What follows belongs to an exercise in optimizing a design on an open flow for small area; a production flow would make more cautious choices.
The RTL was checked by simulation tests, not by an equivalence proof against the original design.
The clock port is modelled as an ideal driver; clocking choices that lean on that would not hold on a real chip.
No activity file was given, so power comes from the tool's default toggle rates.

==> flow/design.v, too long to show whole: its modules and the start of the top module <==
// module pe_opsel: 13 lines
// module pe_logic: 10 lines
// module pe_res: 12 lines
// module pe_d: 57 lines
// module mul_fa: 4 lines
// module mul_ha: 4 lines
// module mul_bk: 26 lines
// module mul_booth_row: 13 lines
// module mul32lo: 892 lines
// module lsu_ldreg: 11 lines
// module lsu: 38 lines
// module pe_gate: 7 lines
// module pe_row: 61 lines
// module mem_word: 11 lines
// module mem_aoi222: 3 lines
// module mem_nand4: 3 lines
// module mem_nand2: 3 lines
// module mem_rmux: 18 lines
// module mem_inv: 3 lines
// module mem_dec: 12 lines
// module mem_dec1: 10 lines
// module cbg_bank: 43 lines
// module cgra_row_top: 45 lines
module cgra_row_top (
    input  logic       clk,
    input  logic       rst,
    input  logic       init_en,
    input  logic       run,
    input  logic [4:0] init_sel,
    input  cgra_types_pkg::cfg_word_t  pe_config,
    input  cgra_types_pkg::row_edge_t  n_in,
    input  cgra_types_pkg::row_edge_t  s_in,
    output cgra_types_pkg::row_edge_t  n_out,
    output cgra_types_pkg::row_edge_t  s_out,
    input  logic       host_we,
    input  cgra_types_pkg::addr_t      host_addr,
    input  cgra_types_pkg::word_t      host_wdata
);
  // ...
==> flow/run.sh <==
#!/bin/bash
# synth_recipe.tcl (not shown) runs the flow's synth.tcl, then flattens the netlist and writes it again
# the make line also repeats each setting of config.mk as NAME=value (left out here)
make -C /OpenROAD-flow-scripts/flow DESIGN_CONFIG=/design/flow/config.mk WORK_HOME=/design/flow/orfs CLKGATE_MAP_FILE= SYNTH_SCRIPT=/design/flow/synth_recipe.tcl finish
==> flow/config.mk <==
export PLATFORM = sky130hd
export DESIGN_NAME = cgra_row_top
export DESIGN_NICKNAME = cgra_row_top
export VERILOG_FILES = /design/flow/design.v
export SDC_FILE = /design/flow/constraint.sdc
export NUM_CORES = 8
export LEC_CHECK = 0
export CAP_MARGIN = 20
export CORE_MARGIN = 2
export CORE_UTILIZATION = 40
export CTS_BUF_LIST = sky130_fd_sc_hd__clkbuf_16
export CTS_CLUSTER_DIAMETER = 60
export CTS_CLUSTER_SIZE = 30
export PLACE_DENSITY = 0.46
export SLEW_MARGIN = 20
export SYNTH_HIERARCHICAL = 1
export SYNTH_MEMORY_MAX_BITS = 8192
==> flow/constraint.sdc <==
create_clock -name core_clock -period 13.0 [get_ports {clk}]
set_input_delay 2.6000 -clock core_clock [delete_from_list [all_inputs] [get_ports {clk}]]
set_output_delay 2.6000 -clock core_clock [all_outputs]
set_load 0.01 [all_outputs]
==> results.py, run 1 <==
metrics = {
    "cells_and_area": {
        "layout_common_cells": "o22ai_1, dfxtp_1, a222oi_1",
        "final_common_cell": "o22ai_1",
        "stdcell_count": 42000,
        "regMostFlops": "cbg_bank_i.g_row.word_i.q",
        "design.seq.count": 8431,
        "fin_area_mm2": 0.372,
        "largest_class": "flip-flops and latches",
        "clkCellAreaFrac": 0.0572,
        "largestRegisters": "cbg_bank_i.g_row.word_i.q x8192, pe_row_i.g_pe.pe_i.u_res.res_n x128, pe_row_i.lsu_i.u_ld.q_n x32",
        "syn_to_final_growth_pct": 11.1,
        "num-multi-input-gates": 18400,
    },
    "critical_path": {
        "rr_worst_depth": 31,
        "crit_path_max_incr_delay_ns": 0.64,
        "crit_path_end": "pe_row_i.g_pe[1].pe_i.u_res.res_n[25]$_DFF_P_",
        "worstPathRequired_ns": 13.98,
        "critPathArrivalTime_ns": 11.85,
        "crit_type": "in -> reg",
        "critPathLaunch": "n_in[32]",
        "timing.rr.end": "pe_row_i.g_pe[1].pe_i.u_res.res_n[25]$_DFF_P_",
    },
    "routing": {
        "maxUsedRoutingLayer": "met5",
        "vias_per_cell": 7.00,
        "drc": 0,
        "totalWireLength_um": 1580000,
    },
    "sta": {
        "finalSetupViolCount": 0,
        "tns_ns": 0,
        "period_minus_slack_ns": 10.87,
        "hold_viol": 0,
        "clock_skew_ns": 0.124,
    },
    "floorplan": {
        "taps": 11200,
        "ioPinCount": 594,
        "row_count": 336,
        "core_area_mm2": 0.835,
        "start_util": 0.401,
        "die_y_um": 919,
    },
    "clocking": {
        "ctsHoldBuffers": 0,
        "cts.path.max_buffers": 4,
        "cts_root_buf": "clkbuf_16",
    },
    "pwr": {
        "p_sw_frac": 0.423,
        "clockPowerShare": 0.178,
        "p_sw_uw": 49500,
        "ir_drop_v": 0.00137,
    },
    "place": {
        "pre_cts_slack_ns": 1.15,
    },
    "logic_synthesis": {
        "avgSynthCellArea_um2": 11.3,
    },
    "outcome": {
        "outcome": "finished clean",
    },
    "hold_path": {
        "whs_path_depth": 1,
    },
}
==> inputs of run 2 (changes only) <==
==> flow/flow/run.sh (new file) <==
#!/bin/bash
# Layout flow: the standard flow (standard.sh), with three changes:
#  - clock tree synthesis without dummy loads, in clusters of clkbuf_16
#  - port buffers of the smallest buffer cell
#  - non-critical gates downsized after global routing (RECOVER_POWER)
# make's full output goes to flow.log here; each ORFS step also keeps its own
# log under orfs/logs/.
set -euo pipefail
export CTS_ARGS="-sink_clustering_enable -repair_clock_nets -dont_use_dummy_load -buf_list sky130_fd_sc_hd__clkbuf_16 -sink_clustering_size 30 -sink_clustering_max_diameter 60"
export BUFFER_PORTS_ARGS="-buffer_cell sky130_fd_sc_hd__buf_1"
export RECOVER_POWER=100
bash standard.sh > flow.log 2>&1
==> flow/standard.sh (new file) <==
#!/bin/bash
# synth_recipe.tcl (not shown) runs the flow's synth.tcl, then flattens the netlist and writes it again
# the make line also repeats each setting of config.mk as NAME=value (left out here)
make -C /OpenROAD-flow-scripts/flow DESIGN_CONFIG=/design/flow/config.mk WORK_HOME=/design/flow/orfs CLKGATE_MAP_FILE= SYNTH_SCRIPT=/design/flow/synth_recipe.tcl "${@:-finish}"
==> flow/config.mk (replaced) <==
export PLATFORM = sky130hd
export DESIGN_NAME = cgra_row_top
export DESIGN_NICKNAME = cgra_row_top
export VERILOG_FILES = /design/flow/design.v
export SDC_FILE = /design/flow/constraint.sdc
export NUM_CORES = 8
export LEC_CHECK = 0
export CAP_MARGIN = 20
export CELL_PAD_IN_SITES_DETAIL_PLACEMENT = 1
export CELL_PAD_IN_SITES_GLOBAL_PLACEMENT = 1
export CORE_MARGIN = 2
export CORE_UTILIZATION = 33
export PLACE_DENSITY = 0.5
export SLEW_MARGIN = 20
export SYNTH_HIERARCHICAL = 1
export SYNTH_MEMORY_MAX_BITS = 8192
removed: flow/run.sh
==> run 2 against run 1 <==
  * The layout now fails its checks (max-capacitance violations, max-slew violations)
  * Sequential share of layout area up 0.92 points
  * Critical endpoint is now pe_row_i.lsu_i.u_ld.q_n[1]$_DFF_P_
  * Global-route usage decreased by 4.4 points
  * Wire length is 6.0% higher
  * Combinational power about the same
  * Clock power decreased by 12%
  * Sequential power barely moved
  * Power is 2.0% lower
  * Critical path type is now reg -> reg
  * Largest power group unchanged
  * First-iteration DRC count fell by 19%
==> results.py, run 2 <==
metrics = {
    "critical_path": {
        "critPathArrivalTime_ns": 13.78,
        "worstSetupPathDepth": 11,
        "timing.rr.end": "pe_row_i.lsu_i.u_ld.q_n[1]$_DFF_P_",
        "worstSetupEndpointType": "flip-flop",
        "critPathMaxFanout": 32,
        "cp_slowest_cell": "clkbuf_1",
        "crit_path_end": "pe_row_i.lsu_i.u_ld.q_n[1]$_DFF_P_",
        "crit_path_max_incr_delay_ns": 1.95,
        "crit_buf_inv": 1,
        "cp_top_family": "simple AND/OR/NAND/NOR gates",
        "worstPathRequired_ns": 14.03,
        "cpMostUsedCell": "nand4_1",
        "start_kind": "flip-flop",
        "r2r_slack_ns": 0.26,
        "rr_worst_depth": 11,
        "crit_type": "reg -> reg",
        "critPathLaunch": "pe_row_i.lsu_i.raddr_q[0]$_DFF_P_",
        "reg2reg_from": "pe_row_i.lsu_i.raddr_q[0]$_DFF_P_",
        "crit_chain": "nor2b_1 -> nand2_1 -> clkbuf_1 -> nor2_1 -> a222oi_1 -> nand4_1 -> nor4_1 -> nand4_1 -> or4_1 -> xor2_1 -> a22oi_1",
    },
    "pwr": {
        "ir_drop_v": 0.00178,
        "clockPowerShare": 0.160,
        "pwr-share-seq": 0.257,
        "powerClk_uw": 18400,
        "seq-power_uw": 29400,
        "pg_comb_uw": 66900,
        "p_sw_frac": 0.419,
        "comb_power_share": 0.583,
        "p_leak_uw": 0.133,
        "power_leader": "combinational logic",
        "power.density_mw_per_mm2": 315,
        "p_int_uw": 66600,
        "power_uw": 115000,
        "p_sw_uw": 48000,
    },
    "place": {
        "placed_cell_area_mm2": 0.349,
        "gp_congestion": 0.897,
        "port_buffers": 592,
        "hpwl_um": 1070000,
        "pre_cts_slack_ns": 1.10,
    },
    "clocking": {
        "cts_buffers": 658,
        "clk_pin_slew_ns": 0.06,
        "htree_levels": 6,
        "clk_latency_ns": 1.21,
        "ctsHoldBuffers": 0,
        "cts_tree": "done",
        "cts.path.max_buffers": 5,
        "cts_root_buf": "clkbuf_16",
        "ctsResizeCount": 0,
        "clock-sinks": 8431,
        "cts_setup_buffers": 0,
    },
    "global_route": {
        "grt_pass1_wl_um": 2310000,
        "grt_pass1_vias": 289000,
        "gr-total-overflow": 0,
        "grt_use_total": 0.310,
        "grt_max_degree": 133,
        "antenna_found_initial": 162,
    },
    "hold_path": {
        "holdCritStartpoint": "pe_row_i.lsu_i.addr[2]$_SDFFE_PP0P_",
        "hp-class": "reg -> reg",
        "hold_end": "pe_row_i.lsu_i.raddr_q[2]$_DFF_P_",
        "whs_path_depth": 0,
    },
    "cells_and_area": {
        "largestRegisters": "cbg_bank_i.g_row.word_i.q x8192, pe_row_i.g_pe.pe_i.u_res.res_n x128, pe_row_i.lsu_i.u_ld.q_n x32",
        "post-route-util": 0.361,
        "final_layout_size_suffix_gt1_frac": 0.0791,
        "fin_area_mm2": 0.364,
        "syn_to_final_growth_pct": 8.86,
        "largest_reg_flops": 8192,
        "regMostFlops": "cbg_bank_i.g_row.word_i.q",
        "nNetsFinal": 31700,
        "final_common_cell": "o22ai_1",
        "layout_common_cells": "o22ai_1, dfxtp_1, a222oi_1",
    },
    "sta": {
        "hold_viol": 0,
        "finalSetupViolCount": 0,
        "fmax_mhz": 78.5,
        "relSlewSlack": -1.93,
        "worst_pin_slew_ns": 4.39,
        "drv_slew": 11800,
        "clock_skew_ns": 0.140,
        "tns_ns": 0,
        "timing.final.crit_share": 0.980,
        "setup_slack_ns": 0.256,
        "period_minus_slack_ns": 12.74,
        "rsz0062_at_grt": "no",
    },
    "outcome": {
        "failed_checks": "max-capacitance violations, max-slew violations",
        "outcome": "finished with violations",
    },
    "floorplan": {
        "die_area_mm2": 1.02,
        "die_x_um": 1010,
        "start_util": 0.331,
        "core_area_mm2": 1.01,
        "ioPinCount": 594,
        "die_y_um": 1010,
        "row_count": 369,
    },
    "routing": {
        "drt_iter0_markers": 38700,
        "ant_nets": 0,
        "totalWireLength_um": 1670000,
        "vias_per_cell": 6.73,
        "wire_per_inst_um": 38.2,
        "via_count": 294000,
        "drc": 0,
        "dr.pass1.iters": 15,
    },
    "logic_synthesis": {
        "syn_inst": 29700,
        "yosys_warnings": 40,
        "avgSynthCellArea_um2": 11.3,
        "syn_area_mm2": 0.335,
    },
    "run": {
        "maxCapViolations": 401,
    },
}
run 2: metrics by stage:
step                      hold WS (ns)  cells
final                            0.404  43700
after global routing             0.417  43700
after CTS                        0.402  43400
after detailed placement         0.410  42800
after global placement           0.405  42800
after floorplan                  0.364  29700
run 2: worst max-delay path by stage:
stage,startpoint,endpoint
after detailed placement,run,pe_row_i.g_pe[0].pe_i.u_res.res_n[25]$_DFF_P_
after CTS,run,pe_row_i.g_pe[0].pe_i.u_res.res_n[31]$_DFF_P_
after global placement,run,pe_row_i.g_pe[0].pe_i.u_res.res_n[25]$_DFF_P_
after floorplan,run,cbg_bank_i.g_row[0].word_i.q[0]$_DFF_P_
run 2: layout make-up:
| type | instances | area (um^2) |
|---|---|---|
| clock buffers | 658 | 16500 |
| multi-input cells | 18400 | 148000 |
| diodes | 312 | 781 |
| repair buffers | 1890 | 10800 |
| well taps | 13400 | 16700 |
| flip-flops and latches | 8431 | 169000 |
| fillers | 110000 | 646000 |
| inverters | 648 | 2430 |
run 2: power by group through the flow:
stage          sequential [uW]  combinational, uW  clock [uW]
3_3_place_gp             29800              67200           0
2_1_floorplan            29400              49300           0
4_1_cts                  29400              67800       18700
3_5_place_dp             30000              67200           0
run 2: routing by layer:
metal,share of wire,track usage
met1,0.42,0.412
met3,0.077,0.0548
met2,0.45,0.482
met5,0.00028,0
met4,0.058,0.162
==> module pe_d, before the edit <==
module pe_d #(parameter bit HAS_E = 1) (
    input  logic        clk,
    input  logic        rst,
    input  logic        init,
    input  logic        run,
    input  logic [12:0] inst_in,
    input  logic [31:0] din_n,
    input  logic [31:0] din_s,
    input  logic [31:0] din_w,
    input  logic        w_ok,
    input  logic [31:0] din_e,
    input  logic        e_ok,
    output logic [31:0] res,
    output logic [31:0] res_n,
    output logic [3:0]  mask,
    output logic [3:0]  mask_n
);
    logic [2:0]  op, src_a, src_b;
    logic [4:0]  sel_a, sel_b;
    logic [3:0]  t;
    logic        gl, gp, addsub, sub;
    logic [31:0] opa, opb, bb, lres, prod;
    always_ff @(posedge clk) begin
        if (rst) begin
            {op, src_a, src_b, mask} <= '0;
        end else if (init) begin
            {op, src_a, src_b, mask} <= inst_in;
        end
    end
    assign sel_a = {!run || src_a == 3'd4, HAS_E && run && src_a == 3'd3 && e_ok,
                    run && src_a == 3'd2 && w_ok, run && src_a == 3'd1, run && src_a == 3'd0};
    assign sel_b = {src_b == 3'd4, HAS_E && src_b == 3'd3 && e_ok, src_b == 3'd2 && w_ok,
                    src_b == 3'd1, src_b == 3'd0};
    assign mask_n = ~mask;
    always_comb begin
        if (!run) t = 4'b1100;             
        else case (op)
            3'd1:    t = 4'b1010;          
            3'd2:    t = 4'b0101;          
            3'd3:    t = 4'b0000;          
            3'd4:    t = 4'b1000;          
            3'd5:    t = 4'b1110;          
            3'd6:    t = 4'b0110;          
            default: t = 4'b1100;          
        endcase
    end
    assign addsub = (op == 3'd1 || op == 3'd2);
    assign sub    = (op == 3'd2);
    assign bb     = {opb[31:1] & {31{!addsub}}, opb[0] | addsub};
    assign gp     = !rst && run && (addsub || op == 3'd3);
    assign gl     = !rst && !gp;
    pe_opsel #(.HAS_E(HAS_E)) u_opa (.n(din_n), .s(din_s), .w(din_w), .e(din_e), .self(res), .sel(sel_a), .y(opa));
    pe_opsel #(.HAS_E(HAS_E)) u_opb (.n(din_n), .s(din_s), .w(din_w), .e(din_e), .self(res), .sel(sel_b), .y(opb));
    pe_logic u_log (.a(opa), .b(opb), .t(t), .y(lres));
    mul32lo  u_mul (.na(~opa), .b(bb), .x(lres), .ci(sub), .p(prod));
    pe_res   u_res (.clk(clk), .l(lres), .prod(prod), .gl(gl), .gp(gp), .res_n(res_n), .res(res));
endmodule
==> module cbg_bank, before the edit <==
module cbg_bank (
    input  logic        clk,
    input  logic        we,           
    input  logic [7:0]  waddr,
    input  logic [31:0] wdata,
    input  logic [7:0]  raddr,        
    output logic [31:0] rdata
);
    logic         phase;
    logic [31:0]  wcol, rraw;
    logic [255:0] wsel, nwsel, rsel;
    logic [255:0] bits [32];          
    always_ff @(posedge clk) phase <= ~phase;
    assign wcol = wdata ^ {32{phase}};
    logic [15:0] wh, wl, rh, rl;
    always_comb begin
        for (int j = 0; j < 16; j++) begin
            wh[j] = we && waddr[7:4] == 4'(j);
            wl[j] = waddr[3:0] == 4'(j);
            rh[j] = raddr[7:4] == 4'(j);
            rl[j] = raddr[3:0] == 4'(j);
        end
    end
    mem_dec  wdec (.h(wh), .l(wl), .sel(wsel), .sel_n(nwsel));
    mem_dec1 rdec (.h_n(~rh), .l_n(~rl), .sel(rsel));
    for (genvar i = 0; i < 256; i++) begin : g_row
        logic [31:0] q;
        mem_word word_i (
            .clk  (clk),
            .sel  (wsel[i]),
            .nsel (nwsel[i]),
            .wcol (wcol),
            .q    (q)
        );
        for (genvar j = 0; j < 32; j++) begin : g_bit
            assign bits[j][i] = q[j];
        end
    end
    for (genvar j = 0; j < 32; j++) begin : g_rd
        mem_rmux rmux_i (.d(bits[j]), .s(rsel), .y(rraw[j]));
    end
    assign rdata = rraw ^ {32{phase}};
endmodule
==> module cgra_row_top, before the edit <==
module cgra_row_top (
    input  logic       clk,
    input  logic       rst,
    input  logic       init_en,
    input  logic       run,
    input  logic [4:0] init_sel,
    input  cgra_types_pkg::cfg_word_t  pe_config,
    input  cgra_types_pkg::row_edge_t  n_in,
    input  cgra_types_pkg::row_edge_t  s_in,
    output cgra_types_pkg::row_edge_t  n_out,
    output cgra_types_pkg::row_edge_t  s_out,
    input  logic       host_we,
    input  cgra_types_pkg::addr_t      host_addr,
    input  cgra_types_pkg::word_t      host_wdata
);
    logic        ls_rd, ls_wr;
    logic [7:0]  ls_addr, ls_raddr;
    logic [31:0] ls_wdata, bank_rdata;
    pe_row pe_row_i (
        .clk        (clk),
        .rst        (rst),
        .init_en    (init_en),
        .run        (run),
        .init_sel   (init_sel),
        .pe_config  (pe_config),
        .n_in       (n_in),
        .s_in       (s_in),
        .n_out      (n_out),
        .s_out      (s_out),
        .ls_rd      (ls_rd),
        .ls_wr      (ls_wr),
        .ls_addr    (ls_addr),
        .ls_wdata   (ls_wdata),
        .ls_raddr   (ls_raddr),
        .bank_rdata (bank_rdata)
    );
    cbg_bank cbg_bank_i (
        .clk   (clk),
        .we    (ls_wr || (host_we && !run)),
        .waddr (run ? ls_addr : host_addr),
        .wdata (run ? ls_wdata : host_wdata),
        .raddr (ls_raddr),
        .rdata (bank_rdata)
    );
endmodule
==> inputs of run 3 (changes only) <==
--- a/flow/design.v
+++ b/flow/design.v
@@ -96,6 +96,13 @@
             y[j] = a[j] ? (b[j] ? t[3] : t[2]) : (b[j] ? t[1] : t[0]);
     end
 endmodule
+module pe_bsel (
+    input  logic [31:0] b,
+    input  logic        keep,
+    output logic [31:0] y
+);
+    assign y = {b[31:1] & {31{keep}}, b[0] | !keep};
+endmodule
 module pe_res (
     input  logic        clk,
     input  logic [31:0] l, prod,
@@ -156,12 +163,12 @@
     end
     assign addsub = (op == 3'd1 || op == 3'd2);
     assign sub    = (op == 3'd2);
-    assign bb     = {opb[31:1] & {31{!addsub}}, opb[0] | addsub};
     assign gp     = !rst && run && (addsub || op == 3'd3);
     assign gl     = !rst && !gp;
     pe_opsel #(.HAS_E(HAS_E)) u_opa (.n(din_n), .s(din_s), .w(din_w), .e(din_e), .self(res), .sel(sel_a), .y(opa));
     pe_opsel #(.HAS_E(HAS_E)) u_opb (.n(din_n), .s(din_s), .w(din_w), .e(din_e), .self(res), .sel(sel_b), .y(opb));
     pe_logic u_log (.a(opa), .b(opb), .t(t), .y(lres));
+    pe_bsel  u_bsel (.b(opb), .keep(!addsub), .y(bb));
     mul32lo  u_mul (.na(~opa), .b(bb), .x(lres), .ci(sub), .p(prod));
     pe_res   u_res (.clk(clk), .l(lres), .prod(prod), .gl(gl), .gp(gp), .res_n(res_n), .res(res));
 endmodule
@@ -1288,11 +1295,22 @@
                 sel[16*j + k] = ~(h_n[j] | l_n[k]);
     end
 endmodule
+module mem_wsrc (
+    input  logic        run,
+    input  logic [31:0] st_data,
+    input  logic [31:0] host_data,
+    input  logic        phase,
+    output logic [31:0] wcol
+);
+    assign wcol = (run ? st_data : host_data) ^ {32{phase}};
+endmodule
 module cbg_bank (
     input  logic        clk,
     input  logic        we,           
+    input  logic        run,
     input  logic [7:0]  waddr,
-    input  logic [31:0] wdata,
+    input  logic [31:0] st_data,      
+    input  logic [31:0] host_data,    
     input  logic [7:0]  raddr,        
     output logic [31:0] rdata
 );
@@ -1300,8 +1318,11 @@
     logic [31:0]  wcol, rraw;
     logic [255:0] wsel, nwsel, rsel;
     logic [255:0] bits [32];          
-    always_ff @(posedge clk) phase <= ~phase;
-    assign wcol = wdata ^ {32{phase}};
+    always_ff @(posedge clk) begin
+        if (phase) phase <= 1'b0;
+        else       phase <= 1'b1;
+    end
+    mem_wsrc wsrc (.run(run), .st_data(st_data), .host_data(host_data), .phase(phase), .wcol(wcol));
     logic [15:0] wh, wl, rh, rl;
     always_comb begin
         for (int j = 0; j < 16; j++) begin
@@ -1371,8 +1392,10 @@
     cbg_bank cbg_bank_i (
         .clk   (clk),
         .we    (ls_wr || (host_we && !run)),
+        .run   (run),
         .waddr (run ? ls_addr : host_addr),
-        .wdata (run ? ls_wdata : host_wdata),
+        .st_data (ls_wdata),
+        .host_data (host_wdata),
         .raddr (ls_raddr),
         .rdata (bank_rdata)
     );
==> flow/flow/run.sh (replaced) <==
#!/bin/bash
# Layout flow: the standard flow (standard.sh), with two changes:
#  - clock tree synthesis without dummy loads, in clusters of clkbuf_16 whose
#    size and diameter are picked per layout: after placement, cts_probe.tcl
#    tries each candidate below on the placed design, and the one with the
#    smallest clock-tree area whose estimated flip-flop clock-pin slew stays
#    under PROBE_MAX_PS is used
#  - port buffers of the smallest buffer cell
# Logs: flow_place.log and flow_rest.log (make's output), cts_probe_*.log
# (one per probe) and cts_probe_summary.log; each ORFS step also keeps its
# own log under orfs/logs/.
set -euo pipefail
export BUFFER_PORTS_ARGS="-buffer_cell sky130_fd_sc_hd__buf_1"
bash standard.sh place > flow_place.log 2>&1

PLATFORM_DIR="$FLOW_HOME/platforms/$FLOW_PLATFORM"
export PROBE_RESULTS="$PWD/orfs/results/$FLOW_PLATFORM/cgra_row_top/base"
export PROBE_TECH_LEF="$PLATFORM_DIR/lef/sky130_fd_sc_hd.tlef"
export PROBE_SC_LEF="$PLATFORM_DIR/lef/sky130_fd_sc_hd_merged.lef"
export PROBE_LIB="$PLATFORM_DIR/lib/sky130_fd_sc_hd__tt_025C_1v80.lib"
export PROBE_PLATFORM_DIR="$PLATFORM_DIR"
PROBE_MAX_PS=115
BASE="-sink_clustering_enable -repair_clock_nets -dont_use_dummy_load -buf_list sky130_fd_sc_hd__clkbuf_16"
BEST=""; BEST_AREA=""; LOW=""; LOW_SLEW=""
for C in 40:80 45:90 35:70 40:70 30:70 30:60 25:50; do
  S=${C%:*}; D=${C#*:}
  ARGS="$BASE -sink_clustering_size $S -sink_clustering_max_diameter $D"
  LOG="cts_probe_${S}_${D}.log"
  PROBE_CTS_ARGS="$ARGS" openroad -threads "$NUM_CORES" -exit flow/cts_probe.tcl > "$LOG" 2>&1 || continue
  LINE=$(grep '^PROBE' "$LOG" || true)
  [[ -n "$LINE" ]] || continue
  AREA=$(echo "$LINE" | awk '{print $3}')
  SLEW=$(echo "$LINE" | awk '{print $5}')
  echo "size $S diameter $D: area $AREA slew_ps $SLEW" >> cts_probe_summary.log
  if [[ -z "$LOW" ]] || awk -v a="$SLEW" -v b="$LOW_SLEW" 'BEGIN { exit !(a < b) }'; then
    LOW="$ARGS"; LOW_SLEW="$SLEW"
  fi
  if awk -v s="$SLEW" -v m="$PROBE_MAX_PS" 'BEGIN { exit !(s <= m) }'; then
    if [[ -z "$BEST" ]] || awk -v a="$AREA" -v b="$BEST_AREA" 'BEGIN { exit !(a < b) }'; then
      BEST="$ARGS"; BEST_AREA="$AREA"
    fi
  fi
done
# none under the limit: the one with the lowest slew; none at all: a tight default
export CTS_ARGS="${BEST:-${LOW:-$BASE -sink_clustering_size 25 -sink_clustering_max_diameter 50}}"
echo "chosen: $CTS_ARGS" >> cts_probe_summary.log
bash standard.sh > flow_rest.log 2>&1
==> flow/flow/cts_probe.tcl (new file) <==
# Tries one clock_tree_synthesis setting on the placed design and reports the
# clock tree's cell area and the largest flip-flop clock-pin slew, estimated
# from placement.  Called by run.sh once per candidate setting.
set res $::env(PROBE_RESULTS)
read_lef $::env(PROBE_TECH_LEF)
read_lef $::env(PROBE_SC_LEF)
read_liberty $::env(PROBE_LIB)
read_db $res/3_place.odb
read_sdc $res/3_place.sdc
source $::env(PROBE_PLATFORM_DIR)/setRC.tcl
proc area_of {} {
  set a 0
  foreach inst [[ord::get_db_block] getInsts] {
    set m [$inst getMaster]
    set a [expr {$a + [$m getWidth] * [$m getHeight]}]
  }
  return $a
}
set before [area_of]
eval clock_tree_synthesis $::env(PROBE_CTS_ARGS)
set after [area_of]
set_propagated_clock [all_clocks]
estimate_parasitics -placement
set worst 0
foreach pin [get_pins -hierarchical */CLK] {
  foreach edge {rise fall} {
    set s [get_property $pin slew_max_$edge]
    if {$s > $worst} { set worst $s }
  }
}
puts "PROBE area [expr {($after - $before) / 1e6}] slew_ps [expr {$worst * 1000}]"
--- a/flow/config.mk
+++ b/flow/config.mk
@@ -9,8 +9,8 @@
 export CELL_PAD_IN_SITES_DETAIL_PLACEMENT = 1
 export CELL_PAD_IN_SITES_GLOBAL_PLACEMENT = 1
 export CORE_MARGIN = 2
-export CORE_UTILIZATION = 33
-export PLACE_DENSITY = 0.5
+export CORE_UTILIZATION = 37
+export PLACE_DENSITY = 0.54
 export SLEW_MARGIN = 20
 export SYNTH_HIERARCHICAL = 1
 export SYNTH_MEMORY_MAX_BITS = 8192
==> run 3 against run 2 <==
  * Now clean on timing, DRC and antenna
  * Fmax rose by 14%
  * Largest cell class unchanged
  * Via count barely moved
  * Combinational power rose by 2%
  * Sequential share of layout area rose by 0.57 points
  * Synthesized cell count barely moved
  * Register-to-register slack improved by 2.3 ns
  * Sequential power barely moved
==> results.py, run 3 <==
metrics = {
    "critical_path": {
        "r2r_slack_ns": 2.51,
        "start_kind": "primary input",
        "worstPathRequired_ns": 13.89,
        "crit_path_max_incr_delay_ns": 0.53,
        "critPathArrivalTime_ns": 12.08,
        "worstSetupEndpointType": "flip-flop",
        "crit_type": "in -> reg",
        "critPathLaunch": "run",
        "crit_buf_inv": 4,
        "worstSetupPathDepth": 32,
        "rr_worst_depth": 30,
        "cpMostUsedCell": "fa_1",
        "critPathMaxFanout": 27,
        "timing.rr.end": "pe_row_i.g_pe[1].pe_i.u_res.res_n[31]$_DFF_P_",
        "crit_path_end": "pe_row_i.g_pe[1].pe_i.u_res.res_n[31]$_DFF_P_",
        "reg2reg_from": "pe_row_i.g_pe[1].pe_i.src_b[0]$_SDFFE_PP0P_",
        "cp_slowest_cell": "fa_1",
        "cp_top_family": "adder cells",
    },
    "cells_and_area": {
        "largestRegisters": "cbg_bank_i.g_row.word_i.q x8192, pe_row_i.g_pe.pe_i.u_res.res_n x128, pe_row_i.lsu_i.u_ld.q_n x32",
        "final_common_cell": "o22ai_1",
        "layout_common_cells": "o22ai_1, dfxtp_1, a222oi_1",
        "syn_to_final_growth_pct": 7.78,
        "final_layout_size_suffix_gt1_frac": 0.0901,
        "stdcell_count": 42100,
        "largest_reg_flops": 8192,
        "regMostFlops": "cbg_bank_i.g_row.word_i.q",
        "nNetsFinal": 31500,
    },
    "global_route": {
        "gr-total-overflow": 0,
        "grt_pass1_wl_um": 2280000,
        "grt_max_degree": 133,
        "grt_use_total": 0.340,
        "antenna_found_initial": 152,
        "grt_pass1_vias": 284000,
    },
    "place": {
        "post-place-cells": 41300,
        "gp_congestion": 0.948,
        "pre_cts_slack_ns": 0.962,
        "port_buffers": 592,
        "hpwl_um": 1060000,
    },
    "logic_synthesis": {
        "syn_inst": 29700,
        "yosys_warnings": 40,
        "syn_area_mm2": 0.334,
        "avgSynthCellArea_um2": 11.2,
    },
    "sta": {
        "holdWs_ns": 0.444,
        "fmax_mhz": 89.4,
        "period_minus_slack_ns": 11.19,
        "relSlewSlack": 0.0962,
        "worst_pin_slew_ns": 1.36,
        "timing.final.crit_share": 0.861,
        "rsz0062_at_grt": "no",
        "finalSetupViolCount": 0,
        "clock_skew_ns": 0.176,
        "setup_slack_ns": 1.81,
        "drv_slew": 0,
        "hold_viol": 0,
    },
    "hold_path": {
        "hp-class": "reg -> reg",
    },
    "clocking": {
        "cts_setup_buffers": 0,
        "clk_latency_ns": 1.20,
        "cts_buffers": 521,
        "clock-sinks": 8431,
        "ctsHoldBuffers": 0,
        "cts_tree": "done",
        "ctsResizeCount": 0,
        "clk_pin_slew_ns": 0.07,
    },
    "floorplan": {
        "start_util": 0.372,
        "die_x_um": 954,
        "die_area_mm2": 0.910,
        "core_area_mm2": 0.899,
        "row_count": 348,
        "die_y_um": 954,
        "ioPinCount": 594,
    },
    "routing": {
        "dr.pass1.iters": 17,
        "drc": 0,
        "vias_per_cell": 7.00,
        "via_count": 294000,
        "totalWireLength_um": 1640000,
        "drt_iter0_markers": 42700,
        "wire_per_inst_um": 39.0,
        "ant_nets": 0,
    },
    "outcome": {
        "outcome": "finished clean",
    },
    "pwr": {
        "power_uw": 113000,
        "ir_drop_v": 0.00134,
        "power.density_mw_per_mm2": 315,
        "p_leak_uw": 0.133,
    },
    "run": {
        "maxCapViolations": 0,
    },
}
[run 3: worst min-delay path by stage]
stage	startpoint	endpoint	slack, ns	cells after the start
after floorplan	pe_row_i.lsu_i.addr[7]$_SDFFE_PP0P_	pe_row_i.lsu_i.raddr_q[7]$_DFF_P_	0.36	0
after global placement	cbg_bank_i.g_row[156].word_i.q[4]$_DFF_P_	cbg_bank_i.g_row[156].word_i.q[4]$_DFF_P_	0.43	1
after detailed placement	cbg_bank_i.g_row[198].word_i.q[20]$_DFF_P_	cbg_bank_i.g_row[198].word_i.q[20]$_DFF_P_	0.44	1
after CTS	cbg_bank_i.g_row[211].word_i.q[17]$_DFF_P_	cbg_bank_i.g_row[211].word_i.q[17]$_DFF_P_	0.45	1
after global routing	pe_row_i.lsu_i.addr[1]$_SDFFE_PP0P_	pe_row_i.lsu_i.raddr_q[1]$_DFF_P_	0.45	0
final	cbg_bank_i.g_row[211].word_i.q[4]$_DFF_P_	cbg_bank_i.g_row[211].word_i.q[4]$_DFF_P_	0.44	1
[run 3: power breakdown]
group	internal, uW	switching [uW]
registers	28000	1470
logic	29900	38100
clock network	7120	8930
total	65000	48500
[run 3: cell type report]
cell class	instances	area, um^2
clock buffer	521	13000
fill	96900	539000
tap	11900	14900
sequential	8431	169000
multi-input combinational	18400	148000
antenna	276	691
inverter	645	2420
timing repair buffer	1880	12400
[run 3: metal layers]
layer  wire length (um)  part of all wire  GRT usage
met3             140000             0.085     0.0641
met4             102000             0.062      0.181
met5                445           0.00027          0
met1             682000              0.42      0.463
met2             715000              0.44      0.514
[run 3: stage by stage]
stage | TNS (ns) | area, um^2 | util
4_1_cts | 0 | 359000 | 0.400
5_1_grt | 0 | 360000 | 0.400
3_3_place_gp | 0 | 346000 | 0.385
6_report | 0 | 360000 | 0.400
2_1_floorplan | -2697.28 | 334000 | -
3_5_place_dp | 0 | 346000 | 0.385
==> inputs of run 4 (changes only) <==
==> flow/config.mk (replaced) <==
export PLATFORM = sky130hd
export DESIGN_NAME = cgra_row_top
export DESIGN_NICKNAME = cgra_row_top
export VERILOG_FILES = /design/flow/design.v
export SDC_FILE = /design/flow/constraint.sdc
export NUM_CORES = 8
export LEC_CHECK = 0
export CAP_MARGIN = 30
export CELL_PAD_IN_SITES_DETAIL_PLACEMENT = 1
export CELL_PAD_IN_SITES_GLOBAL_PLACEMENT = 1
export CORE_MARGIN = 2
export CORE_UTILIZATION = 42
export PLACE_DENSITY = 0.59
export SLEW_MARGIN = 25
export SYNTH_HIERARCHICAL = 1
export SYNTH_MEMORY_MAX_BITS = 8192
==> run 4 against run 3 <==
  * Sequential share of layout area up 0.28 points
  * Die area down 12%
  * Still clean on timing, DRC and antenna
  * Synthesized cell count unchanged
  * Hold slack worse by 0.0029 ns
  * Via count up 0.27%
  * Critical endpoint is now pe_row_i.g_pe[0].pe_i.u_res.res_n[25]$_DFF_P_
  * Core utilization up 5.1 points
  * Global-route usage up 3.1 points
==> results.py, run 4 <==
metrics = {
    "hold_path": {
        "hp-class": "reg -> reg",
    },
    "place": {
        "hpwl_um": 1020000,
        "post-place-cells": 40000,
        "pre_cts_slack_ns": 1.03,
        "gp_congestion": 0.967,
        "port_buffers": 592,
        "placed_cell_area_mm2": 0.345,
    },
    "pwr": {
        "ir_drop_v": 0.00139,
        "comb_power_share": 0.604,
        "clockPowerShare": 0.135,
        "p_sw_uw": 48000,
        "p_leak_uw": 0.133,
        "power.density_mw_per_mm2": 314,
        "p_int_uw": 64200,
        "pwr-share-seq": 0.261,
        "p_sw_frac": 0.428,
    },
    "sta": {
        "drv_slew": 0,
        "relSlewSlack": 0.123,
        "period_minus_slack_ns": 11.05,
        "fmax_mhz": 90.5,
        "worst_pin_slew_ns": 1.32,
        "finalSetupViolCount": 0,
        "rsz0062_at_grt": "no",
        "clock_skew_ns": 0.201,
        "hold_viol": 0,
        "tns_ns": 0,
        "setup_slack_ns": 1.95,
        "timing.final.crit_share": 0.850,
    },
    "cells_and_area": {
        "syn_to_final_growth_pct": 7.15,
        "fin_area_mm2": 0.358,
        "regMostFlops": "cbg_bank_i.g_row.word_i.q",
        "largest_reg_flops": 8192,
        "largestRegisters": "cbg_bank_i.g_row.word_i.q x8192, pe_row_i.g_pe.pe_i.u_res.res_n x128, pe_row_i.lsu_i.u_ld.q_n x32",
        "post-route-util": 0.451,
        "stdcell_count": 40700,
        "layout_common_cells": "o22ai_1, dfxtp_1, a222oi_1",
        "nNetsFinal": 31600,
        "final_common_cell": "o22ai_1",
        "final_layout_size_suffix_gt1_frac": 0.0906,
    },
    "logic_synthesis": {
        "syn_inst": 29700,
        "avgSynthCellArea_um2": 11.2,
        "yosys_warnings": 40,
        "syn_area_mm2": 0.334,
    },
    "floorplan": {
        "start_util": 0.421,
        "core_area_mm2": 0.793,
        "ioPinCount": 594,
        "die_y_um": 896,
        "die_area_mm2": 0.802,
        "row_count": 327,
        "die_x_um": 896,
    },
    "routing": {
        "via_count": 295000,
        "drt_iter0_markers": 45200,
        "ant_nets": 0,
        "drc": 0,
        "wire_per_inst_um": 38.7,
        "vias_per_cell": 7.25,
        "dr.pass1.iters": 14,
        "totalWireLength_um": 1570000,
    },
    "critical_path": {
        "rr_worst_depth": 30,
        "cp_slowest_cell": "fa_1",
        "critPathArrivalTime_ns": 11.96,
        "cpMostUsedCell": "fa_1",
        "r2r_slack_ns": 2.58,
        "worstSetupEndpointType": "flip-flop",
        "crit_path_end": "pe_row_i.g_pe[0].pe_i.u_res.res_n[25]$_DFF_P_",
        "timing.rr.end": "pe_row_i.g_pe[2].pe_i.u_res.res_n[31]$_DFF_P_",
        "start_kind": "primary input",
        "reg2reg_from": "pe_row_i.g_pe[2].pe_i.src_b[1]$_SDFFE_PP0P_",
        "critPathLaunch": "run",
        "worstPathRequired_ns": 13.91,
        "crit_type": "in -> reg",
        "crit_path_max_incr_delay_ns": 0.59,
        "critPathMaxFanout": 29,
    },
    "global_route": {
        "grt_pass1_wl_um": 2200000,
        "antenna_found_initial": 140,
        "top_usage_layer": "met2",
        "grtUsageMet1": 0.490,
        "use_met3": 0.0817,
        "grt_pass1_vias": 284000,
        "grt_use_total": 0.372,
        "gr-usage-met2": 0.552,
        "grt_max_degree": 135,
        "gr-total-overflow": 0,
    },
    "clocking": {
        "cts_tree": "done",
        "ctsHoldBuffers": 0,
        "cts_buffers": 473,
        "cts_setup_buffers": 0,
        "ctsResizeCount": 0,
        "clk_latency_ns": 1.24,
        "clock-sinks": 8431,
        "clk_pin_slew_ns": 0.05,
    },
    "outcome": {
        "outcome": "finished clean",
    },
    "run": {
        "maxCapViolations": 0,
    },
}
## run 4: cell count changes in the layout (fill, tap and decap cells not counted), moves of 7 or more
| cell | previous run | this run |
|---|---|---|
| diode_2 | 276 | 256 |
| nor4_1 | 42 | 53 |
| buf_2 | 6 | 25 |
| clkbuf_16 | 521 | 473 |
| buf_12 | 44 | 37 |
| buf_8 | 2 | 13 |
| inv_1 | 591 | 598 |
| nor2_4 | 67 | 79 |
| nor4_2 | 68 | 51 |
| nor2_2 | 214 | 201 |
| buf_16 | 0 | 10 |
| buf_6 | 0 | 11 |
| buf_4 | 1233 | 1272 |
## run 4: critical path: cells and delay by family
kind            cells  cell delay, ns
compound gates      8            2.16
buf+inv             5            1.47
fa+ha+maj          12            4.47
simple gates        4            0.86
xor+xnor            2            0.30
## run 4: metrics by stage
step / power [uW] / hold slack [ns]
6_report: 112000 / 0.441
5_1_grt: 120000 / 0.455
4_1_cts: 112000 / 0.446
3_5_place_dp: 96400 / 0.436
3_3_place_gp: 95800 / 0.428
2_1_floorplan: 78200 / 0.364
## run 4: worst min path at each step
stage	startpoint	end	slack (ns)	cells after the start
after floorplan	pe_row_i.lsu_i.addr[7]$_SDFFE_PP0P_	pe_row_i.lsu_i.raddr_q[7]$_DFF_P_	0.36	0
after global placement	cbg_bank_i.g_row[24].word_i.q[16]$_DFF_P_	cbg_bank_i.g_row[24].word_i.q[16]$_DFF_P_	0.43	1
after detailed placement	cbg_bank_i.g_row[90].word_i.q[11]$_DFF_P_	cbg_bank_i.g_row[90].word_i.q[11]$_DFF_P_	0.44	1
after CTS	cbg_bank_i.g_row[57].word_i.q[14]$_DFF_P_	cbg_bank_i.g_row[57].word_i.q[14]$_DFF_P_	0.45	1
after global routing	cbg_bank_i.g_row[160].word_i.q[5]$_DFF_P_	cbg_bank_i.g_row[160].word_i.q[5]$_DFF_P_	0.45	1
final	cbg_bank_i.g_row[120].word_i.q[9]$_DFF_P_	cbg_bank_i.g_row[120].word_i.q[9]$_DFF_P_	0.44	1
## run 4: layout make-up
type / instances / area (um^2)
tap: 10500 / 13200
timing repair buffer: 1965 / 13300
sequential: 8431 / 169000
antenna: 256 / 641
fill: 84300 / 435000
inverter: 645 / 2420
clock buffer: 473 / 11800
multi-input combinational: 18400 / 148000
## run 4: power by group through the flow
stage | Combinational, uW | Clock, uW | Sequential, uW
3_3_place_gp | 66000 | 0 | 29700
6_report | 67700 | 15100 | 29300
4_1_cts | 67300 | 15300 | 29300
5_1_grt | 74800 | 16200 | 29500
2_1_floorplan | 48800 | 0 | 29400
3_5_place_dp | 66600 | 0 | 29900
## run 4: metal layers
metal	part of all wire	vias up	wire length [um]
li1	-	123000	-
met1	0.40	154000	629000
met2	0.43	15500	678000
met3	0.094	3073	148000
met4	0.076	70	120000
met5	0.00031	-	496
==> inputs of run 5 (changes only) <==
--- a/flow/config.mk
+++ b/flow/config.mk
@@ -9,8 +9,8 @@
 export CELL_PAD_IN_SITES_DETAIL_PLACEMENT = 1
 export CELL_PAD_IN_SITES_GLOBAL_PLACEMENT = 1
 export CORE_MARGIN = 2
-export CORE_UTILIZATION = 42
-export PLACE_DENSITY = 0.59
+export CORE_UTILIZATION = 46
+export PLACE_DENSITY = 0.62
 export SLEW_MARGIN = 25
 export SYNTH_HIERARCHICAL = 1
 export SYNTH_MEMORY_MAX_BITS = 8192
==> run 5 against run 4 <==
  * Still clean
  * Sequential share of layout area is 0.21 points higher
  * Setup slack better by 0.062 ns
  * Clock skew fell by 0.0069 ns
  * Core utilization increased by 4.2 points
  * Sequential power about the same
  * Combinational power rose by 0.9%
  * Register-to-register slack better by 0.12 ns
  * Flip-flop and latch count did not move
  * Clock-buffer cell count is the same
  * Clock power about the same
  * Critical path depth is the same
  * Largest cell class unchanged
  * Largest power group unchanged
==> results.py, run 5 <==
metrics = {
    "routing": {
        "drc": 0,
        "vias_per_cell": 7.46,
        "ant_nets": 0,
        "dr.pass1.iters": 15,
        "totalWireLength_um": 1560000,
        "via_count": 296000,
        "drt_iter0_markers": 46700,
        "wire_per_inst_um": 39.2,
    },
    "place": {
        "pre_cts_slack_ns": 1.07,
        "port_buffers": 592,
        "gp_congestion": 0.971,
        "hpwl_um": 1010000,
    },
    "outcome": {
        "outcome": "finished clean",
    },
    "logic_synthesis": {
        "yosys_warnings": 40,
        "syn_area_mm2": 0.334,
        "avgSynthCellArea_um2": 11.2,
        "syn_inst": 29700,
    },
    "global_route": {
        "grt_use_total": 0.402,
        "antenna_found_initial": 148,
        "grt_pass1_vias": 284000,
        "grt_pass1_wl_um": 2180000,
        "gr-total-overflow": 0,
        "grt_max_degree": 132,
    },
    "floorplan": {
        "core_area_mm2": 0.723,
        "start_util": 0.462,
        "die_y_um": 856,
        "row_count": 312,
        "die_area_mm2": 0.733,
        "die_x_um": 856,
        "ioPinCount": 594,
    },
    "clocking": {
        "cts_buffers": 473,
        "cts_setup_buffers": 0,
        "clk_pin_slew_ns": 0.04,
        "clock-sinks": 8431,
        "cts_tree": "done",
        "ctsResizeCount": 0,
        "clk_latency_ns": 1.21,
        "ctsHoldBuffers": 0,
    },
    "sta": {
        "hold_viol": 0,
        "finalSetupViolCount": 0,
        "rsz0062_at_grt": "no",
        "holdWs_ns": 0.444,
        "clock_skew_ns": 0.194,
        "tns_ns": 0,
        "relSlewSlack": 0.115,
        "fmax_mhz": 91.0,
        "timing.final.crit_share": 0.845,
        "drv_slew": 0,
        "setup_slack_ns": 2.01,
        "worst_pin_slew_ns": 1.33,
        "period_minus_slack_ns": 10.99,
    },
    "cells_and_area": {
        "multi_input_area_mm2": 0.148,
        "final_layout_size_suffix_gt1_frac": 0.0908,
        "final_common_cell": "o22ai_1",
        "fill_cells": 76300,
        "regMostFlops": "cbg_bank_i.g_row.word_i.q",
        "seqCellArea_mm2": 0.169,
        "nNetsFinal": 31500,
        "largestRegisters": "cbg_bank_i.g_row.word_i.q x8192, pe_row_i.g_pe.pe_i.u_res.res_n x128, pe_row_i.lsu_i.u_ld.q_n x32",
        "largest_reg_flops": 8192,
        "syn_to_final_growth_pct": 6.68,
        "layout_common_cells": "o22ai_1, dfxtp_1, a222oi_1",
    },
    "pwr": {
        "ir_drop_v": 0.00148,
        "p_leak_uw": 0.133,
        "power.density_mw_per_mm2": 317,
        "power_uw": 113000,
    },
    "critical_path": {
        "start_kind": "primary input",
        "cp_slowest_cell": "nor3_2",
        "critPathLaunch": "run",
        "crit_path_max_incr_delay_ns": 0.57,
        "worstSetupEndpointType": "flip-flop",
        "reg2reg_from": "pe_row_i.g_pe[0].pe_i.src_b[0]$_SDFFE_PP0P_",
        "critPathArrivalTime_ns": 11.91,
        "critPathMaxFanout": 26,
        "worstPathRequired_ns": 13.92,
        "crit_type": "in -> reg",
        "cpMostUsedCell": "fa_1",
    },
    "hold_path": {
        "holdCritStartpoint": "cbg_bank_i.g_row[19].word_i.q[8]$_DFF_P_",
        "hp-class": "reg -> reg",
    },
    "run": {
        "maxCapViolations": 0,
    },
}
## run 5: layout make-up
class / count / area share
tap: 9577 / 0.0336
antenna: 202 / 0.00142
multi-input combinational: 18400 / 0.415
timing repair buffer: 1945 / 0.0365
inverter: 645 / 0.00680
sequential: 8431 / 0.474
clock buffer: 473 / 0.0332
## run 5: layer usage
layer  global-route usage  vias up  routed length [um]
met5                    0        -                 540
met4                0.236       86              108000
met3               0.0999     3055              169000
met2                0.586    16600              662000
met1                0.540   154000              620000
li1                     -   123000                   -
## run 5: critical path: cells and delay by family
family | cells | cell delay, ns
compound gates | 7 | 1.65
simple gates | 6 | 1.70
xor+xnor | 2 | 0.43
buf+inv | 3 | 0.80
fa+ha+maj | 13 | 4.69
## run 5: where the power goes
group / switching (uW) / total (uW) / internal, uW
sequential: 1370 / 29400 / 28000
combinational: 38500 / 68300 / 29800
clock: 8700 / 15100 / 6410
total: 48500 / 113000 / 64200
## run 5: through the flow
stage | cells | util | instance area, um^2
finish | 39700 | 0.493 | 356000
global route | 39600 | 0.493 | 356000
CTS | 39500 | 0.492 | 355000
detailed placement | 39000 | 0.475 | 343000
global placement | 39000 | 0.475 | 343000
floorplan | 29700 | - | 334000
## run 5: worst paths after layout
| path | cells past startpoint | slack, ns | end |
|---|---|---|---|
| max | 31 | 2.01 | pe_row_i.g_pe[0].pe_i.u_res.res_n[31]$_DFF_P_ |
| min | 1 | 0.44 | cbg_bank_i.g_row[19].word_i.q[8]$_DFF_P_ |
| max reg2reg | 31 | 2.70 | pe_row_i.g_pe[0].pe_i.u_res.res_n[31]$_DFF_P_ |
| min reg2reg | 1 | 0.44 | cbg_bank_i.g_row[19].word_i.q[8]$_DFF_P_ |
==> inputs of run 6 (changes only) <==
--- a/flow/config.mk
+++ b/flow/config.mk
@@ -9,8 +9,8 @@
 export CELL_PAD_IN_SITES_DETAIL_PLACEMENT = 1
 export CELL_PAD_IN_SITES_GLOBAL_PLACEMENT = 1
 export CORE_MARGIN = 2
-export CORE_UTILIZATION = 46
-export PLACE_DENSITY = 0.62
+export CORE_UTILIZATION = 40
+export PLACE_DENSITY = 0.7
 export SLEW_MARGIN = 25
 export SYNTH_HIERARCHICAL = 1
 export SYNTH_MEMORY_MAX_BITS = 8192
==> run 6 against run 5 <==
  * Via count increased by 0.83%
  * Non-clock buffer count decreased by 133
  * Clock-buffer cell count decreased by 49
  * Setup slack got worse by 0.0017 ns
  * Flip-flop and latch count unchanged
  * Highest routed layer unchanged
==> results.py, run 6 <==
metrics = {
    "outcome": {
        "outcome": "finished clean",
    },
    "critical_path": {
        "critPathLaunch": "run",
        "critPathArrivalTime_ns": 11.91,
        "start_kind": "primary input",
        "r2r_slack_ns": 2.80,
        "worstSetupEndpointType": "flip-flop",
        "crit_path_max_incr_delay_ns": 0.56,
        "cpMostUsedCell": "fa_1",
        "reg2reg_from": "pe_row_i.g_pe[1].pe_i.u_res.res_n[1]$_DFF_P_",
        "worstPathRequired_ns": 13.92,
        "rr_worst_depth": 31,
        "cp_slowest_cell": "nor3_2",
        "critPathMaxFanout": 31,
        "timing.rr.end": "pe_row_i.g_pe[1].pe_i.u_res.res_n[25]$_DFF_P_",
        "crit_type": "in -> reg",
    },
    "run": {
        "maxCapViolations": 0,
    },
    "routing": {
        "totalWireLength_um": 1510000,
        "vias_per_cell": 7.26,
        "drt_iter0_markers": 47600,
        "ant_nets": 0,
        "dr.pass1.iters": 17,
        "drc": 0,
        "via_count": 299000,
        "wire_per_inst_um": 36.8,
    },
    "cells_and_area": {
        "nNetsFinal": 31400,
        "final_common_cell": "o22ai_1",
        "regMostFlops": "cbg_bank_i.g_row.word_i.q",
        "fill_cells": 89600,
        "syn_to_final_growth_pct": 6.67,
        "largestRegisters": "cbg_bank_i.g_row.word_i.q x8192, pe_row_i.g_pe.pe_i.u_res.res_n x128, pe_row_i.lsu_i.u_ld.q_n x32",
        "layout_common_cells": "o22ai_1, dfxtp_1, a222oi_1",
        "final_layout_size_suffix_gt1_frac": 0.0880,
        "largest_reg_flops": 8192,
        "stdcell_count": 41100,
    },
    "pwr": {
        "ir_drop_v": 0.00155,
        "power.density_mw_per_mm2": 312,
        "p_leak_uw": 0.131,
        "power_uw": 111000,
    },
    "sta": {
        "period_minus_slack_ns": 10.99,
        "worst_pin_slew_ns": 1.35,
        "hold_viol": 0,
        "holdWs_ns": 0.401,
        "drv_slew": 0,
        "fmax_mhz": 91.0,
        "finalSetupViolCount": 0,
        "relSlewSlack": 0.0991,
        "rsz0062_at_grt": "no",
        "clock_skew_ns": 0.200,
        "timing.final.crit_share": 0.845,
        "setup_slack_ns": 2.01,
    },
    "global_route": {
        "grt_use_total": 0.339,
        "grt_max_degree": 139,
        "grt_pass1_vias": 290000,
        "antenna_found_initial": 153,
        "grt_pass1_wl_um": 2130000,
        "gr-total-overflow": 0,
    },
    "place": {
        "gp_congestion": 0.975,
        "pre_cts_slack_ns": 1.05,
        "post-place-cells": 40400,
        "hpwl_um": 978000,
        "port_buffers": 592,
    },
    "logic_synthesis": {
        "syn_area_mm2": 0.334,
        "avgSynthCellArea_um2": 11.2,
        "syn_inst": 29700,
        "yosys_warnings": 40,
    },
    "floorplan": {
        "ioPinCount": 594,
        "die_area_mm2": 0.842,
        "die_y_um": 918,
        "core_area_mm2": 0.832,
        "die_x_um": 918,
        "row_count": 335,
        "start_util": 0.401,
    },
    "clocking": {
        "clock-sinks": 8431,
        "ctsHoldBuffers": 0,
        "cts_buffers": 424,
        "clk_latency_ns": 1.25,
        "ctsResizeCount": 0,
        "clk_pin_slew_ns": 0.07,
        "cts_tree": "done",
        "cts_setup_buffers": 0,
    },
    "hold_path": {
        "whs_path_depth": 0,
        "holdCritStartpoint": "pe_row_i.lsu_i.addr[0]$_SDFFE_PP0P_",
        "hp-class": "reg -> reg",
        "hold_end": "pe_row_i.lsu_i.raddr_q[0]$_DFF_P_",
    },
}
==> run 6: critical path: cells and delay by family <==
family | cells | cell delay [ns]
adder cells (fa/ha/maj) | 13 | 4.82
XOR/XNOR | 2 | 0.38
AO/OA/AOI/OAI | 7 | 1.59
AND/OR/NAND/NOR | 6 | 1.74
buffers and inverters | 3 | 0.75
==> run 6: how the worst max path moves through the flow <==
stage / depth (start not counted) / slack [ns] / to
2_1_floorplan: 5 / -0.64 / cbg_bank_i.g_row[0].word_i.q[12]$_DFF_P_
3_3_place_gp: 31 / 1.14 / pe_row_i.g_pe[0].pe_i.u_res.res_n[25]$_DFF_P_
3_5_place_dp: 31 / 1.05 / pe_row_i.g_pe[0].pe_i.u_res.res_n[23]$_DFF_P_
4_1_cts: 31 / 2.11 / pe_row_i.g_pe[0].pe_i.u_res.res_n[23]$_DFF_P_
5_1_grt: 31 / 1.72 / pe_row_i.g_pe[0].pe_i.u_res.res_n[25]$_DFF_P_
6_report: 31 / 2.01 / pe_row_i.g_pe[0].pe_i.u_res.res_n[23]$_DFF_P_
==> run 6: power by group <==
group	leakage (uW)	switching [uW]	internal, uW
clock network	0.00523	8430	5780
registers	0.0764	1440	28000
logic	0.0497	37700	29800
==> run 6: cell type report <==
class                           count  area (um^2)  area share
Sequential cell                  8431       169000       0.474
Multi-Input combinational cell  18400       148000       0.415
Tap cell                        11100        13900      0.0391
Timing Repair Buffer             1812        12100      0.0339
Clock buffer                      424        10600      0.0298
Inverter                          645         2420     0.00680
Antenna cell                      264          661     0.00185
==> run 6: layer usage <==
| layer | global-route usage | wire length, um |
|---|---|---|
| met1 | 0.437 | 577000 |
| met2 | 0.492 | 644000 |
| met3 | 0.0914 | 174000 |
| met4 | 0.236 | 119000 |
| met5 | 0.00152 | 612 |
==> run 6: metrics by stage <==
stage          utilization  cell area (um^2)  TNS [ns]
6_report             0.428            356000         0
5_1_grt              0.428            356000         0
4_1_cts              0.426            355000         0
3_5_place_dp         0.414            344000         0
3_3_place_gp         0.413            344000         0
2_1_floorplan            -            334000  -2697.28
==> inputs of run 7 (changes only) <==
--- a/flow/config.mk
+++ b/flow/config.mk
@@ -9,8 +9,8 @@
 export CELL_PAD_IN_SITES_DETAIL_PLACEMENT = 1
 export CELL_PAD_IN_SITES_GLOBAL_PLACEMENT = 1
 export CORE_MARGIN = 2
-export CORE_UTILIZATION = 40
-export PLACE_DENSITY = 0.7
+export CORE_UTILIZATION = 52
+export PLACE_DENSITY = 0.68
 export SLEW_MARGIN = 25
 export SYNTH_HIERARCHICAL = 1
 export SYNTH_MEMORY_MAX_BITS = 8192
==> run 7 against run 6 <==
  * Still clean on timing, DRC and antenna
  * Cell area is 0.47% lower
  * Core utilization up 13 points
  * First-iteration DRC count rose by 1.8%
  * Synthesized area unchanged
  * Global-route usage increased by 11 points
  * Final cell count fell by 6.0%
  * Via count rose by 0.79%
  * Die area fell by 23%
  * Non-clock buffer count increased by 25
  * Critical path depth is the same
  * Wire length is 1.2% higher
  * Clock power increased by 6%
  * Critical path type unchanged
==> results.py, run 7 <==
metrics = {
    "critical_path": {
        "worstSetupEndpointType": "flip-flop",
        "start_kind": "primary input",
        "critPathArrivalTime_ns": 11.92,
        "crit_buf_inv": 4,
        "crit_path_max_incr_delay_ns": 0.49,
        "cp_top_family": "adder cells",
        "worstPathRequired_ns": 13.93,
        "timing.rr.end": "pe_row_i.g_pe[3].pe_i.u_res.res_n[31]$_DFF_P_",
        "cpMostUsedCell": "fa_1",
        "r2r_slack_ns": 2.59,
        "reg2reg_from": "pe_row_i.g_pe[3].pe_i.src_b[2]$_SDFFE_PP0P_",
        "critPathMaxFanout": 21,
        "rr_worst_depth": 32,
        "cp_slowest_cell": "a21o_1",
        "crit_type": "in -> reg",
    },
    "routing": {
        "drt_iter0_markers": 48500,
        "drc": 0,
        "vias_per_cell": 7.78,
        "dr.pass1.iters": 15,
        "totalWireLength_um": 1530000,
        "via_count": 301000,
        "wire_per_inst_um": 39.6,
        "ant_nets": 0,
    },
    "sta": {
        "hold_viol": 0,
        "rsz0062_at_grt": "no",
        "period_minus_slack_ns": 10.99,
        "fmax_mhz": 91.0,
        "worst_pin_slew_ns": 1.45,
        "tns_ns": 0,
        "drv_slew": 0,
        "timing.final.crit_share": 0.846,
        "relSlewSlack": 0.0316,
        "holdWs_ns": 0.443,
        "finalSetupViolCount": 0,
        "clock_skew_ns": 0.198,
    },
    "floorplan": {
        "core_area_mm2": 0.640,
        "ioPinCount": 594,
        "die_y_um": 805,
        "die_x_um": 805,
        "start_util": 0.521,
        "row_count": 294,
        "die_area_mm2": 0.649,
    },
    "pwr": {
        "ir_drop_v": 0.00147,
        "power.density_mw_per_mm2": 321,
        "comb_power_share": 0.610,
        "p_leak_uw": 0.132,
        "p_int_uw": 64500,
        "clockPowerShare": 0.132,
        "p_sw_uw": 49300,
        "pwr-share-seq": 0.258,
        "p_sw_frac": 0.433,
    },
    "cells_and_area": {
        "final_common_cell": "o22ai_1",
        "syn_to_final_growth_pct": 6.17,
        "largest_reg_flops": 8192,
        "nNetsFinal": 31400,
        "fill_cells": 67100,
        "final_layout_size_suffix_gt1_frac": 0.0882,
        "regMostFlops": "cbg_bank_i.g_row.word_i.q",
        "layout_common_cells": "o22ai_1, dfxtp_1, a222oi_1",
        "post-route-util": 0.554,
        "multi_input_area_mm2": 0.148,
        "seqCellArea_mm2": 0.169,
        "largestRegisters": "cbg_bank_i.g_row.word_i.q x8192, pe_row_i.g_pe.pe_i.u_res.res_n x128, pe_row_i.lsu_i.u_ld.q_n x32",
    },
    "clocking": {
        "clock-sinks": 8431,
        "cts_buffers": 470,
        "ctsHoldBuffers": 0,
        "cts_tree": "done",
        "clk_latency_ns": 1.23,
        "clk_pin_slew_ns": 0.05,
        "ctsResizeCount": 0,
        "cts_setup_buffers": 0,
    },
    "logic_synthesis": {
        "yosys_warnings": 40,
        "syn_inst": 29700,
        "syn_area_mm2": 0.334,
        "avgSynthCellArea_um2": 11.2,
    },
    "global_route": {
        "grt_use_total": 0.447,
        "antenna_found_initial": 155,
        "grt_pass1_wl_um": 2150000,
        "gr-total-overflow": 0,
        "grt_pass1_vias": 288000,
        "grt_max_degree": 149,
    },
    "place": {
        "gp_congestion": 0.975,
        "hpwl_um": 979000,
        "port_buffers": 592,
    },
    "hold_path": {
        "whs_path_depth": 1,
        "hp-class": "reg -> reg",
        "hold_end": "cbg_bank_i.g_row[196].word_i.q[14]$_DFF_P_",
        "holdCritStartpoint": "cbg_bank_i.g_row[196].word_i.q[14]$_DFF_P_",
    },
    "outcome": {
        "outcome": "finished clean",
    },
    "run": {
        "maxCapViolations": 0,
    },
}
-- run 7: cell count changes in the layout (fill, tap and decap cells not counted), moves of 19 or more --
cell,before,now
inv_1,540,560
nor4_2,90,71
nor2_2,219,196
inv_2,94,57
clkbuf_16,424,470
-- run 7: power by group through the flow --
| stage | logic (uW) | clock network (uW) | registers, uW |
|---|---|---|---|
| final | 69400 | 15000 | 29400 |
| after global routing | 75800 | 15900 | 29600 |
| after CTS | 68100 | 15000 | 29300 |
| after detailed placement | 67300 | 0 | 29900 |
| after global placement | 65800 | 0 | 29800 |
| after floorplan | 48800 | 0 | 29400 |
-- run 7: worst max-delay path by stage --
stage          startpoint                                            end  slack (ns)  cells past startpoint
5_1_grt               run  pe_row_i.g_pe[3].pe_i.u_res.res_n[25]$_DFF_P_        1.72                     34
3_3_place_gp          run  pe_row_i.g_pe[1].pe_i.u_res.res_n[31]$_DFF_P_        1.17                     31
3_5_place_dp          run  pe_row_i.g_pe[3].pe_i.u_res.res_n[31]$_DFF_P_        1.14                     33
2_1_floorplan         run       cbg_bank_i.g_row[0].word_i.q[12]$_DFF_P_       -0.64                      5
6_report              run  pe_row_i.g_pe[1].pe_i.u_res.res_n[31]$_DFF_P_        2.01                     31
4_1_cts               run  pe_row_i.g_pe[3].pe_i.u_res.res_n[31]$_DFF_P_        2.23                     33
-- run 7: layer usage --
metal / vias to the layer above / wire length (um) / track usage
li1: 123000 / - / -
met1: 155000 / 581000 / 0.582
met2: 19500 / 639000 / 0.639
met3: 3968 / 194000 / 0.141
met4: 100 / 117000 / 0.292
met5: - / 683 / 0
-- run 7: area by class of cell --
cell class	instances	share of cell area
flip-flops and latches	8431	0.476
multi-input cells	18400	0.417
repair buffers	1837	0.0349
clock buffers	470	0.0332
well taps	8584	0.0303
inverters	645	0.00683
diodes	269	0.00190
-- run 7: metrics by stage --
stage | setup slack, ns | total power [uW] | std cells | cell area [um^2]
floorplan | -0.637 | 78200 | 29700 | 334000
global route | 1.72 | 121000 | 38600 | 354000
finish | 2.01 | 114000 | 38700 | 355000
detailed placement | 1.14 | 97200 | 37900 | 342000
CTS | 2.23 | 112000 | 38400 | 353000
global placement | 1.17 | 95600 | 37900 | 341000

## separate check: timing with driven ports
Ports are ideal in the flow. The routed layouts listed here were re-timed in OpenROAD. Step 1 (the two cells are an assumption about what drives the block):
set clk [get_ports {clk}]
set_driving_cell -lib_cell sky130_fd_sc_hd__clkbuf_16 $clk
set_driving_cell -lib_cell sky130_fd_sc_hd__buf_2 [delete_from_list [all_inputs] $clk]
Step 2, shift: input delay + t, output delay - t, t = (earliest + latest rising clock arrival at the registers) / 2. This alone moves slack from input paths to output paths. Slacks: no drivers / after step 1 / after step 2; pairs: no drivers / after step 1.
run | t (ns) | setup WS [ns] | hold slack, ns | latest minus earliest clock arrival (ns) | slew at the worst register clock pin (ns)
run 1 | 1.301 | 2.125 / 2.230 / 0.928 | 0.445 / 0.445 / 0.445 | 0.136 / 0.135 | 0.11 / 0.11
run 2 | 1.304 | 0.256 / 0.256 / -0.512 | 0.404 / 0.404 / 0.404 | 0.189 / 0.189 | 0.10 / 0.10
run 3 | 1.232 | 1.812 / 1.918 / 0.686 | 0.444 / 0.444 / 0.444 | 0.230 / 0.230 | 0.12 / 0.12
run 4 | 1.296 | 1.951 / 2.087 / 0.791 | 0.441 / 0.441 / 0.441 | 0.215 / 0.216 | 0.12 / 0.12
run 5 | 1.288 | 2.013 / 2.157 / 0.870 | 0.444 / 0.444 / 0.444 | 0.200 / 0.201 | 0.12 / 0.12
run 6 | 1.244 | 2.012 / 2.084 / 0.840 | 0.401 / 0.401 / 0.401 | 0.244 / 0.243 | 0.12 / 0.12
run 7 | 1.261 | 2.007 / 2.126 / 0.864 | 0.443 / 0.443 / 0.443 | 0.215 / 0.215 | 0.11 / 0.11
The setup slack of run 1, which loses most, moves by +0.105 ns with the drivers and by -1.197 ns with both steps.
